Background: an optimization exercise with open tools, aiming at small area, a short achievable clock period and few clock cycles. Do not read the settings as production practice. In this exercise RTL edits were held to simulation tests only and were not proved equivalent to the original. Power figures rest on the tool's default switching activity, not on a simulated workload.

**flow/config.mk**
```make
export PLATFORM = sky130hd
export DESIGN_NAME = approximate_substring_match_score
export DESIGN_NICKNAME = approximate_substring_match_score
export VERILOG_FILES = /design/flow/design.v
export SDC_FILE = /design/flow/constraint.sdc
export NUM_CORES = 4
export LEC_CHECK = 0
export ABC_CLOCK_PERIOD_IN_PS = 2000
export CAP_MARGIN = 20
export CORE_MARGIN = 2
export CORE_UTILIZATION = 65
export SETUP_SLACK_MARGIN = 3.5
export SLEW_MARGIN = 20
```
**flow/constraint.sdc**
```tcl
create_clock -name core_clock -period 5.5 [get_ports {clk}]
set_input_delay 1.1000 -clock core_clock [delete_from_list [all_inputs] [get_ports {clk}]]
set_output_delay 1.1000 -clock core_clock [all_outputs]
set_load 0.01 [all_outputs]
```
**flow/design.v**
```verilog
`timescale 1ns / 1ps
package asms_pkg;
    localparam int CHAR_W   = 8;
    localparam int RESULT_W = 6;
    localparam int MAX_Q    = 32;
    localparam logic CMD_QUERY  = 1'b0;
    localparam logic CMD_SOURCE = 1'b1;
endpackage
`timescale 1ns / 1ps
module asms_cell (
    input  logic                         clk,
    input  logic                         shift_en,
    input  logic                         valid,
    input  logic [asms_pkg::CHAR_W-1:0]  char_in,
    input  logic [asms_pkg::CHAR_W-1:0]  src_char,
    output logic [asms_pkg::CHAR_W-1:0]  char_out,
    output logic                         eq
);
    logic [asms_pkg::CHAR_W-1:0] char_reg;
    always_ff @(posedge clk)
    begin
        if (shift_en)
        begin
            char_reg <= char_in;
        end
    end
    assign eq       = valid && (char_reg == src_char);
    assign char_out = char_reg;
endmodule
`timescale 1ns / 1ps
module approximate_substring_match_score #(
    parameter int MYERS_BLOCKS = 2
) (
    input  logic                clk,
    input  logic                rst_n,
    input  logic                item_valid,
    output logic                item_ready,
    input  logic                command,
    input  logic [asms_pkg::CHAR_W-1:0] char_code,
    input  logic                last_char,
    output logic                result_valid,
    input  logic                result_ready,
    output logic [asms_pkg::RESULT_W-1:0] match_count,
    output logic [asms_pkg::RESULT_W-1:0] min_distance,
    output logic                query_overflow
);
    localparam int N  = asms_pkg::MAX_Q;
    localparam int CW = asms_pkg::CHAR_W;
    localparam int RW = asms_pkg::RESULT_W;
    logic [1:0] res_cnt;        
    logic       accept;
    logic       qry_accept;
    logic       src_accept;
    logic       fin_accept;
    logic       pop;
    logic       out_valid;
    assign item_ready = !res_cnt[1];
    assign accept     = item_valid && item_ready;
    assign qry_accept = accept && (command == asms_pkg::CMD_QUERY);
    assign src_accept = accept && (command == asms_pkg::CMD_SOURCE);
    assign fin_accept = src_accept && last_char;
    assign pop        = out_valid && result_ready;
    always_ff @(posedge clk or negedge rst_n)
    begin
        if (!rst_n)
        begin
            res_cnt <= '0;
        end
        else if (fin_accept && !pop)
        begin
            res_cnt <= res_cnt + 2'd1;
        end
        else if (!fin_accept && pop)
        begin
            res_cnt <= res_cnt - 2'd1;
        end
    end
    logic          complete_reg;
    logic [RW-1:0] elen_reg;     
    logic          full;
    logic          q_shift;
    logic [CW-1:0] q_char  [0:N];
    logic [N-1:0]  eq;
    assign full    = elen_reg[RW-1];
    assign q_shift = qry_accept && (complete_reg || !full);
    assign q_char[N] = char_code;
    genvar g;
    generate
        for (g = 0; g < N; g++)
        begin : g_slot
            asms_cell u_cell (
                .clk       (clk),
                .shift_en  (q_shift),
                .valid     (elen_reg >= RW'(N - g)),
                .char_in   (q_char[g+1]),
                .src_char  (char_code),
                .char_out  (q_char[g]),
                .eq        (eq[g])
            );
        end
    endgenerate
    always_ff @(posedge clk or negedge rst_n)
    begin
        if (!rst_n)
        begin
            complete_reg <= 1'b0;
            elen_reg     <= '0;
        end
        else if (qry_accept)
        begin
            complete_reg <= last_char;
            if (complete_reg)
            begin
                elen_reg <= RW'(1);
            end
            else if (!full)
            begin
                elen_reg <= elen_reg + RW'(1);
            end
        end
    end
    logic         e_v, e_cmd, e_f1, e_f2;
    logic [N-1:0] eq_r;
    always_ff @(posedge clk or negedge rst_n)
    begin
        if (!rst_n)
        begin
            e_v <= 1'b0;
        end
        else
        begin
            e_v <= accept;
        end
    end
    always_ff @(posedge clk)
    begin
        e_cmd <= command;
        e_f1  <= command ? last_char : complete_reg;
        e_f2  <= !complete_reg && full;
        eq_r  <= eq;
    end
    localparam int NB = MYERS_BLOCKS;
    localparam int BS = N / NB;
    logic [NB:0]         t_v, t_cmd, t_f1, t_f2;   
    logic [NB:0]         t_c, t_ph, t_mh;          
    logic [N-1:0]        t_eq;                     
    assign t_v[0]   = e_v;
    assign t_cmd[0] = e_cmd;
    assign t_f1[0]  = e_f1;
    assign t_f2[0]  = e_f2;
    assign t_c[0]   = 1'b0;
    assign t_ph[0]  = 1'b0;
    assign t_mh[0]  = 1'b0;
    assign t_eq[BS-1:0] = eq_r[BS-1:0];
    genvar b;
    generate
        for (b = 0; b < NB; b++)
        begin : g_blk
            logic [BS-1:0] npv_reg, pv_reg, mv_reg;    
            assign pv_reg = ~npv_reg;
            logic [BS-1:0] xv, xh, ph, mh, ph_s, mh_s, pv_n, mv_n;
            logic [BS-1:0] cin;     
            logic          cout;
            always_comb
            begin
                logic [BS:0] gg, pp;
                gg = {t_eq[b*BS +: BS] & pv_reg, t_c[b]};
                pp = {pv_reg, 1'b0};
                for (int s = 1; s <= BS; s = s * 2)
                begin
                    for (int i = BS; i >= s; i--)
                    begin
                        gg[i] = gg[i] | (pp[i] & gg[i-s]);
                        pp[i] = pp[i] & pp[i-s];
                    end
                end
                cin  = gg[BS-1:0];
                cout = gg[BS];
            end
            always_comb
            begin
                xv   = t_eq[b*BS +: BS] | mv_reg;
                xh   = t_eq[b*BS +: BS] | cin;
                ph   = mv_reg | ~(xh | pv_reg);
                mh   = pv_reg & xh;
                ph_s = {ph[BS-2:0], t_ph[b]};
                mh_s = {mh[BS-2:0], t_mh[b]};
                pv_n = mh_s | ~(xv | ph_s);
                mv_n = ph_s & xv;
            end
            always_ff @(posedge clk or negedge rst_n)
            begin
                if (!rst_n)
                begin
                    npv_reg <= '0;
                    mv_reg  <= '0;
                end
                else if (t_v[b])
                begin
                    if (!t_cmd[b] || t_f1[b])
                    begin
                        npv_reg <= '0;
                        mv_reg  <= '0;
                    end
                    else
                    begin
                        npv_reg <= ~pv_n;
                        mv_reg  <= mv_n;
                    end
                end
            end
            always_ff @(posedge clk or negedge rst_n)
            begin
                if (!rst_n)
                begin
                    t_v[b+1] <= 1'b0;
                end
                else
                begin
                    t_v[b+1] <= t_v[b];
                end
            end
            always_ff @(posedge clk)
            begin
                t_cmd[b+1] <= t_cmd[b];
                t_f1[b+1]  <= t_f1[b];
                t_f2[b+1]  <= t_f2[b];
                t_c[b+1]   <= cout;
                t_ph[b+1]  <= ph[BS-1];
                t_mh[b+1]  <= mh[BS-1];
            end
            if (b > 0)
            begin : g_eqd
                logic [b*BS-1:0] eqd;
                if (b == 1)
                begin : g_one
                    always_ff @(posedge clk)
                    begin
                        eqd <= eq_r[b*BS +: BS];
                    end
                end
                else
                begin : g_more
                    always_ff @(posedge clk)
                    begin
                        eqd <= {eqd[(b-1)*BS-1:0], eq_r[b*BS +: BS]};
                    end
                end
                assign t_eq[b*BS +: BS] = eqd[b*BS-1 -: BS];
            end
        end
    endgenerate
    logic m_v, m_cmd, m_f1, m_f2, m_ph, m_mh;
    assign m_v   = t_v[NB];
    assign m_cmd = t_cmd[NB];
    assign m_f1  = t_f1[NB];
    assign m_f2  = t_f2[NB];
    assign m_ph  = t_ph[NB];
    assign m_mh  = t_mh[NB];
    logic [RW-1:0] qlen_reg;    
    logic          ovf_reg;
    logic [RW-1:0] gap_reg;     
    logic          gz_reg;      
    logic [RW-1:0] best_reg;    
    logic [RW-1:0] mbest_reg;   
    logic          dec;
    logic          push;
    logic [RW-1:0] new_match, new_dist;
    assign dec       = m_mh && gz_reg;
    assign push      = m_v && m_cmd && m_f1;
    assign new_match = mbest_reg + RW'(dec);
    assign new_dist  = best_reg - RW'(dec);
    always_ff @(posedge clk or negedge rst_n)
    begin
        if (!rst_n)
        begin
            qlen_reg  <= '0;
            ovf_reg   <= 1'b0;
            gap_reg   <= '0;
            gz_reg    <= 1'b1;
            best_reg  <= '0;
            mbest_reg <= '0;
        end
        else if (m_v)
        begin
            if (!m_cmd)
            begin
                if (m_f1)
                begin
                    qlen_reg <= RW'(1);
                    best_reg <= RW'(1);
                    ovf_reg  <= 1'b0;
                end
                else if (m_f2)
                begin
                    best_reg <= qlen_reg;
                    ovf_reg  <= 1'b1;
                end
                else
                begin
                    qlen_reg <= qlen_reg + RW'(1);
                    best_reg <= qlen_reg + RW'(1);
                end
                gap_reg   <= '0;
                gz_reg    <= 1'b1;
                mbest_reg <= '0;
            end
            else if (m_f1)
            begin
                gap_reg   <= '0;
                gz_reg    <= 1'b1;
                best_reg  <= qlen_reg;
                mbest_reg <= '0;
            end
            else
            begin
                best_reg  <= new_dist;
                mbest_reg <= new_match;
                if (m_ph)
                begin
                    gap_reg <= gap_reg + RW'(1);
                    gz_reg  <= 1'b0;
                end
                else if (m_mh && !gz_reg)
                begin
                    gap_reg <= gap_reg - RW'(1);
                    gz_reg  <= (gap_reg == RW'(1));
                end
            end
        end
    end
    logic          skid_valid;
    logic [RW-1:0] out_match, out_dist, skid_match, skid_dist;
    logic          out_ovf, skid_ovf;
    always_ff @(posedge clk or negedge rst_n)
    begin
        if (!rst_n)
        begin
            out_valid  <= 1'b0;
            skid_valid <= 1'b0;
        end
        else
        begin
            if (pop)
            begin
                out_valid  <= skid_valid || push;
                skid_valid <= skid_valid && push;
            end
            else if (push)
            begin
                out_valid  <= 1'b1;
                skid_valid <= out_valid;
            end
        end
    end
    always_ff @(posedge clk)
    begin
        if (pop ? skid_valid : !out_valid)
        begin
            out_match <= pop ? skid_match : new_match;
            out_dist  <= pop ? skid_dist  : new_dist;
            out_ovf   <= pop ? skid_ovf   : ovf_reg;
        end
        else if (pop && push)
        begin
            out_match <= new_match;
            out_dist  <= new_dist;
            out_ovf   <= ovf_reg;
        end
        if (push && out_valid && !(pop && !skid_valid))
        begin
            skid_match <= new_match;
            skid_dist  <= new_dist;
            skid_ovf   <= ovf_reg;
        end
    end
    assign result_valid   = out_valid;
    assign match_count    = out_match;
    assign min_distance   = out_dist;
    assign query_overflow = out_ovf;
endmodule
```
**flow/run.sh**
```bash
#!/bin/bash
# synth_recipe.tcl (not shown) runs the flow's synth.tcl, then flattens the netlist and writes it again
# the make line also repeats each setting of config.mk as NAME=value (left out here)
make -C /OpenROAD-flow-scripts/flow DESIGN_CONFIG=/design/flow/config.mk WORK_HOME=/design/flow/orfs CLKGATE_MAP_FILE= SYNTH_SCRIPT=/design/flow/synth_recipe.tcl finish
```
==> run notes <==
- Area grow syn2layout: 17.66%
- Layout cell share with drive strength beyond 1: 0.1727
- Critical-path cell list: buf_2
- Largest register FFs: 256
- TritonCTS Buffers: 45
- Final setup fails: 0
- Endpoints failing hold: 0
- Synth Area in Simple Gates: 0.09350
- Detailed Route WL: 42,620 um
- # nets final: between 1,500 and 2,000
- Maxcap violations: 0
- CTS clk-pin slew, worst paths: ~60 ps
- Slew Viols, Final: 0
- CP top delay family: flip-flops
- CTS Hold Buffers Added: 0
- Crit path time final: 2173 ps
- Post-layout util: 0.7722
- Post-synth top flop: edfxtp_1
- TritonCTS clock tree: done
- Remaining antenna violation count: 0
- Post-synthesis mux area share: 0.006095
- Worst Path Arrival: 1070 ps
- Post-Synth XOR/XNOR Area: 0.1253
- Critical path depth: 1
- Critical hold path startpoint: eq_r[18]
- Post-Synth Adder-Cell Area: 0.01355
- Cell Area, Synth: 19,300 um2
- Area share of the leading cell type in the synthesized netlist: 0.4388
- Hold Path End: g_blk[1].g_eqd.eqd[2]
- Global route overflow: 0
- CP startpoint: out_valid
- Reg2reg path depth: 7
- H-tree Lvls: 2
- Worst Setup End Kind: output port
- First-pass GRT wire length: around 65,000 um
- Crit-path max FO: 2
- Die Ht: 176.3 um
- Largest net degree at the start of global routing: 75
- Hold WC Path Type: flip-flop to flip-flop
- Root buffer cell: clkbuf_16
- CP Buf/Inv Count: 1
- Register bit total from synthesis: 447
- Setup crit start kind: flip-flop
- Cell Rows: 63
- Power Dens Cells: 403.9 nW/um2
- Avg Inst Size Synth: between 10 and 15 um2
- Worst-Skew Late Latency: approximately 550 ps
- DP Cell Count: 1,894
- Leak: between 0.008 and 0.009 uW
- Number of fill cells: 1,784
- CTS max path bufs: 3
- Run status: timing/DRC/antenna clean
- Number of global-route vias before repair: 11,967
- DR vias: 12,345
- Slew HR: 0.5116
- FF-to-FF End: g_blk[0].npv_reg[9]
- IO buf count: 28
- Crit path required time: 4400 ps
- RSZ-0062 raised after global routing: true
- Core region area: 29,400 um2
- Hold path depth: 0
- EDFF count, synth: 282
- Synth async-reset ratio: 0.2304
- Fin cells: 2,040
- Synth cell types: 78
- Die W: ~180 um
- Die ar.: 31,080 um2
- CP peak stage delay: 390 ps
- Slew @ Worst Pin: 732.6 ps
- Final period util: 0.3951
- Initial drt markers: between 1,000 and 1,500
- Drt pass-1 iters: 5
- Reg2reg start: g_blk[0].npv_reg[2]
- Post-route clock skew: around 20 ps
- Main combinational cell family by area after synthesis: XOR/XNOR gates
- Syn nets: 1,566
- Initial antenna violation count: 1
- Ant. Diodes: 0
- Synth top area cells: edfxtp_1 44%, dfrtp_1 13%, xnor2_1 9.4%, dfxtp_1 6.4%, xor2_1 3.1%
- WL/cell: 20.89 um
- Crit Path Class: flip-flop to output port
- Num ports: 29
- R2R Setup Slk: approximately 3400 ps
- Clock sinks: 447
- VDD IR-drop max: about 340 uV
- Synth area leader: edfxtp_1
- DRC viols: 0
- Initial core utilization: 0.6563
- Seq/Total Area, Yosys: 0.6368
- All-Layer GR Usage: 0.2709
- Dpl hpwl: roughly 25,000 um
- Cells after synthesis: 1,540
- Compound-gate portion of the synthesized area: 0.09726
- Gpl congestion: ~0.81
- Ys Warns: 4
- Fmax: between 400 and 500 MHz
- CP max stage cell: dfrtp_1
- Vias per cell: 6.051
routing by layer:
metal,part of all wire,track usage
met5,0,0
met4,0.020,0.06612
met3,0.067,0.03725
met2,0.48,0.4397
met1,0.44,0.3925
where the power goes:
group          switching, uW  internal, uW
registers                392          4060
clock network           1250          1800
logic                    946           721
cell families (layout without fill, tap and decap cells):
group | count (synthesis) | in the layout
flops | 447 | 447
simple gates | 351 | 351
compound gates | 295 | 295
xor+xnor | 276 | 276
buf+inv | 137 | 247
fa+ha+maj | 23 | 23
mux | 11 | 11
timing repair:
action | 4_1_cts | 5_1_grt
setup endpoints to repair | 400 | 179
resized for setup | 155 | 71
setup buffers | 33 | 17
cloned | 9 | 3
pin swaps | 18 | 23
Yosys cell counts, drive strengths merged (5+ instances only):
cell / count
a211oi: 7
a21o: 7
a21oi: 103
a221oi: 5
a22o: 7
a22oi: 6
a31oi: 12
and2: 6
buf: 20
clkbuf: 55
dfrtp: 102
dfxtp: 62
edfxtp: 282
ha: 12
inv: 62
maj3: 11
mux2: 6
mux2i: 5
nand2: 53
nand2b: 16
nand3: 24
nand4: 44
nor2: 85
nor2b: 13
nor3: 49
nor4: 23
o21ai: 64
o22ai: 16
o2bb2ai: 7
o31ai: 11
or2: 7
or3: 12
xnor2: 208
xor2: 68
final cells by class:
class / instances / area, um2 / share of cell area
Sequential cell: 447 / 12310 / 0.5420
Timing Repair inverter: 1 / 5.005 / 0.0002204
Clock inverter: 13 / 126.4 / 0.005566
Multi-Input combinational cell: 956 / 7051 / 0.3105
Tap cell: 390 / 488.0 / 0.02149
Timing Repair Buffer: 100 / 1121 / 0.04937
Clock buffer: 71 / 1363 / 0.06001
Inverter: 62 / 246.5 / 0.01086
worst max-delay path by stage:
stage / end / slack, ps
final: result_valid / 3330
after CTS: item_ready / 3310
after global routing: g_blk[0].npv_reg[9] / 3260
after detailed placement: g_slot[7].u_cell.char_reg[3] / 2030
after floorplan: g_slot[0].u_cell.char_reg[0] / -90
after global placement: g_slot[8].u_cell.char_reg[1] / 2070
layout by cell type (no fill, tap or decap), types with 7 or more instances in the layout:
master,instances
nand2_1,48
o21ai_0,53
dfxtp_1,59
o22ai_1,14
maj3_1,9
a21oi_1,98
buf_12,7
nor3_1,45
buf_16,7
o31ai_1,7
o2bb2ai_1,7
nor2_1,79
or3_1,9
clkbuf_1,16
buf_4,51
inv_1,56
dfrtp_1,93
nor4_1,18
buf_6,8
xnor2_1,203
nand3_1,22
edfxtp_1,282
nand2b_1,12
nor2b_1,11
nand4_1,44
a31oi_1,9
buf_2,14
dfrtp_2,8
xor2_1,67
a22o_1,7
o21ai_1,7
clkbuf_16,52
ha_1,9
metrics by stage:
stage	power, uW	TNS (ps)	hold slack, ps	instance area (um2)	setup slack, ps
finish	9171	0	314.5	22710	3327
global route	9552	0	324.0	22710	3260
CTS	9137	0	314.1	22180	3306
detailed placement	5919	0	312.8	19900	2034
global placement	5871	0	310.5	19900	2072
floorplan	5478	-23260	309.6	19660	-90.86
Testbench counts, summed over its fixed seeds: cycles 7,501.

==> re-timing with driven ports <==
How much do the figures lean on ideal ports? The routed layout below was timed once more, with nothing changed but the port constraints.
Step 1 (the two cells are an assumption about what drives the block):
set clk [get_ports {clk}]
set_driving_cell -lib_cell sky130_fd_sc_hd__clkbuf_16 $clk
set_driving_cell -lib_cell sky130_fd_sc_hd__buf_2 [delete_from_list [all_inputs] $clk]
Step 2 also shifts input and output timing later by t, the mid clock arrival at the registers, as if the neighbouring blocks saw the same clock.
a / b / c = ideal ports / drivers / drivers and shift; a / b = the first two.
t (ns): 0.590
setup WS [ns]: 3.327 / 3.276 / 2.952
hold WS [ns]: 0.315 / 0.315 / 0.315
clock arrival spread, ns: 0.022 / 0.022
cell pins on the clock port's net: 1
After both steps this run still meets setup and hold. The setup slack of this run moves by -0.051 ns with the drivers and by -0.375 ns with both steps.
